This is an optimization exercise on Yosys and OpenROAD, whose aim is small area and a short achievable clock period, not a production implementation. Where RTL was checked, it was by simulation tests only, not by an equivalence proof against the original. Power is estimated from default activity; no workload was simulated.

==> flow/design.v (excerpt) <==
module riscv_ex_mem_wb #(
   parameter int DMEM_WORDS = 64
) (
   input  logic        clk,
   input  logic        reset,
   input  logic [31:0] PC_ID,
   input  logic [31:0] IMM_ID,
   input  logic [31:0] REG_DATA1_ID,
   input  logic [31:0] REG_DATA2_ID,
   input  logic [2:0]  FUNCT3_ID,
   input  logic [6:0]  FUNCT7_ID,
   input  logic [6:0]  OPCODE_ID,
   input  logic [4:0]  RD_ID,
   input  logic [4:0]  RS1_ID,
   input  logic [4:0]  RS2_ID,
   output logic        IF_ID_write,
   output logic        PC_write,
   output logic        PCSrc,
   output logic [31:0] PC_Branch,
   output logic        RegWrite_WB,
   output logic [31:0] ALU_DATA_WB,
   output logic [4:0]  RD_WB
);
export LEC_CHECK = 0
export CAP_MARGIN = 20
export CORE_MARGIN = 2
export CORE_UTILIZATION = 40
export CTS_CLUSTER_DIAMETER = 80
export CTS_CLUSTER_SIZE = 26
export SETUP_SLACK_MARGIN = 3.45
export SLEW_MARGIN = 20
create_clock -name core_clock -period 7.2 [get_ports {clk}]
standard.sh (not shown) runs the stock make flow with config.mk's settings and CLKGATE_MAP_FILE= SYNTH_SCRIPT=/design/flow/synth_recipe.tcl, a recipe that flattens the netlist after the stock synthesis.
==> flow/flow/run.sh <==
#!/bin/bash
# The standard layout, with two changes to how it is made:
#  - plain buffers (buf_2) on the ports instead of the delay-cell buffers buffer_ports picks
#    by default (every port still gets its own buffer);
#  - no adder-cell mapping in synthesis (ADDER_MAP_FILE empty), so ABC maps the RTL's
#    prefix adders itself. Registers are untouched by this.
set -euo pipefail
export BUFFER_PORTS_ARGS="-buffer_cell sky130_fd_sc_hd__buf_2"
export ADDER_MAP_FILE=""
bash standard.sh > standard_flow.log 2>&1
The starting point ran to the end with no violations.
Next try:
--- a/flow/design.v
+++ b/flow/design.v
@@ -58,20 +58,21 @@
    logic        idex_sub, idex_and, idex_or, idex_xor, idex_slt, idex_sh, idex_srl, idex_tgo;
    logic        idex_hz;                  
    logic        fa_ex, fa_wb, fb_ex, fb_wb, ob_ex, ob_wb;
    logic [31:0] idex_a, idex_b, idex_opb;
    logic [4:0]  idex_rd;
    logic [31:0] fwd_a, fwd_b, alu_b, alu_res, sum, sh_in, sh_out;
    logic        slt, taken;
    logic        exmem_wr, exmem_ld, exmem_st, pcsrc_q, squash;
    logic [31:0] exmem_alu, exmem_store;
-   logic [NHI-1:0] rd_hi, wr_hi;
-   logic [NLO-1:0] wd_lo;      
+   logic [NHI-1:0] rd_hi, wr_hi, wr_hi_n;
+   logic [NLO-1:0] wd_lo, wd_lo_n;
+   logic [DMEM_WORDS-1:0] wsel, wsel_n;  
    logic [4:0]  exmem_rd;
    logic [31:0]          dmem [DMEM_WORDS];
    logic [DMEM_WORDS-1:0] dvalid;
    logic [31:0]          load_data;
    logic                 rw_q;
    logic [31:0]          memwb_data;
    logic [4:0]           memwb_rd;
    always_comb begin
       id_wr = 1'b0; id_ld = 1'b0; id_st = 1'b0; id_br = 1'b0; id_bne = 1'b0;
@@ -135,19 +136,19 @@
    end
    always_ff @(posedge clk or negedge reset) begin
       if (!reset) begin
          idex_wr <= 1'b0; idex_wa <= 1'b0; idex_ld <= 1'b0; idex_st <= 1'b0;
          idex_br <= 1'b0; idex_hz <= 1'b0;
          fa_ex <= 1'b0; fa_wb <= 1'b0; fb_ex <= 1'b0; fb_wb <= 1'b0;
          ob_ex <= 1'b0; ob_wb <= 1'b0;
          exmem_wr <= 1'b0; exmem_ld <= 1'b0; exmem_st <= 1'b0;
          pcsrc_q <= 1'b0; squash <= 1'b0; rw_q <= 1'b0;
-         rd_hi <= '0; wr_hi <= '0;
+         rd_hi <= '0; wr_hi <= '0; wr_hi_n <= '1;
       end else begin
          idex_wr <= load_id && id_wr;
          idex_wa <= load_id && id_wr && !id_ld;
          idex_ld <= load_id && id_ld;
          idex_st <= load_id && id_st;
          idex_br <= load_id && id_br;
          idex_hz <= load_id && id_ld && (RD_ID != 5'd0) && !pcsrc_q &&
                     !(idex_br && taken);
          fa_ex <= (RS1_ID != 5'd0) && idex_wa && !pcsrc_q && (idex_rd == RS1_ID);
@@ -158,19 +159,20 @@
          ob_wb <= !id_imm_sel && (RS2_ID != 5'd0) && exmem_wr && (exmem_rd == RS2_ID);
          exmem_wr <= idex_wr && !pcsrc_q;
          exmem_ld <= idex_ld && !pcsrc_q;
          exmem_st <= idex_st && !pcsrc_q;
          pcsrc_q  <= idex_br && !pcsrc_q && taken;
          squash   <= pcsrc_q;
          rw_q     <= exmem_wr && (exmem_rd != 5'd0);
          for (int k = 0; k < NHI; k++) begin
             rd_hi[k] <= idex_ld && !pcsrc_q && (sum[2+LO +: HI] == k[HI-1:0]);
-            wr_hi[k] <= idex_st && !pcsrc_q && (sum[2+LO +: HI] == k[HI-1:0]);
+            wr_hi[k]   <= idex_st && !pcsrc_q && (sum[2+LO +: HI] == k[HI-1:0]);
+            wr_hi_n[k] <= !(idex_st && !pcsrc_q && (sum[2+LO +: HI] == k[HI-1:0]));
          end
       end
    end
    always_ff @(posedge clk) begin
       idex_bne <= id_bne;
       idex_sub <= id_sub || id_slt;
       idex_and <= id_and;
       idex_or  <= id_or;
       idex_xor <= id_xor;
@@ -198,34 +200,39 @@
       else if (idex_tgo) alu_res = idex_opb;
       else if (idex_sh)  for (int i = 0; i < 32; i++) alu_res[i] = idex_srl ? sh_out[31-i] : sh_out[i];
       else               alu_res = sum;
       taken = idex_bne ^ (fwd_a == fwd_b);
    end
    always_ff @(posedge clk) begin
       exmem_alu    <= alu_res;
       exmem_store  <= fwd_b;
       exmem_rd     <= idex_rd;
-      for (int k = 0; k < NLO; k++) wd_lo[k] <= (sum[2 +: LO] == k[LO-1:0]);
+      for (int k = 0; k < NLO; k++) begin
+         wd_lo[k]   <= (sum[2 +: LO] == k[LO-1:0]);
+         wd_lo_n[k] <= (sum[2 +: LO] != k[LO-1:0]);
+      end
    end
    assign PCSrc     = pcsrc_q;
    assign PC_Branch = exmem_alu;
    always_comb begin
       load_data = '0;
       for (int i = 0; i < DMEM_WORDS; i++)
          if (rd_hi[i/NLO] && wd_lo[i%NLO] && dvalid[i]) load_data = load_data | dmem[i];
    end
    for (genvar i = 0; i < DMEM_WORDS; i++) begin : g_word
+      assign wsel[i]   = wr_hi[i/NLO] && wd_lo[i%NLO];
+      assign wsel_n[i] = wr_hi_n[i/NLO] || wd_lo_n[i%NLO];
       always_ff @(posedge clk or negedge reset) begin
-         if (!reset)                                     dvalid[i] <= 1'b0;
-         else if (wr_hi[i/NLO] && wd_lo[i%NLO])              dvalid[i] <= 1'b1;
+         if (!reset)       dvalid[i] <= 1'b0;
+         else if (wsel[i]) dvalid[i] <= 1'b1;
       end
       always_ff @(posedge clk) begin
-         if (wr_hi[i/NLO] && wd_lo[i%NLO]) dmem[i] <= exmem_store;
+         dmem[i] <= ({32{wsel[i]}} & exmem_store) | ({32{wsel_n[i]}} & dmem[i]);
       end
    end
    always_ff @(posedge clk) begin
       memwb_data <= load_data | (exmem_ld ? 32'd0 : exmem_alu);
       memwb_rd   <= exmem_rd;
    end
    assign RegWrite_WB = rw_q;
    assign ALU_DATA_WB = memwb_data;
    assign RD_WB       = memwb_rd;
Outcome: Hold slack hardly moves. Worst setup slack got worse by 0.15 ns. First-iteration DRC count increases by 42%. Final cell count increases by 24%. Combinational power increases by about 10%. Routed wire length increases by 34%. Via count increases by 40%. Design area decreases by 0.50%. Register-to-register slack got worse by 0.15 ns. Total power decreases by 4.2%. Maximum frequency decreases by 3.7%. Utilization decreases by 0.74 points.
Function not checked in the second run of this note: the RTL went through the layout flow alone.

## static timing again, ports no longer ideal
Ports are ideal in the flow. The routed layouts listed here were re-timed in OpenROAD.
Step 1, drivers: a clkbuf_16 drives clk and a buf_2 each remaining input, both assumed.
Step 2 adds t to the input delays and takes it off the output delays; t is the mean of the earliest and latest rising clock arrival at the registers after step 1. Input paths then give back, and output paths get back, about the clock's delay inside the block.
a / b / c = ideal ports / drivers / drivers and shift; a / b = the first two.
run	t (ns)	slack for setup (ns)	worst setup path at the end	clock arrival spread, ns	slew at the worst register clock pin (ns)
the first run	0.915	3.250 / 3.232 / 2.588	input to register	0.076 / 0.076	0.11 / 0.11
the second run	0.995	3.098 / 3.098 / 2.624	input to register	0.078 / 0.078	0.12 / 0.12
After both steps setup and hold are still met in every run listed. For the first run, which loses most, drivers alone change the setup slack by -0.018 ns; drivers and shift together by -0.662 ns.
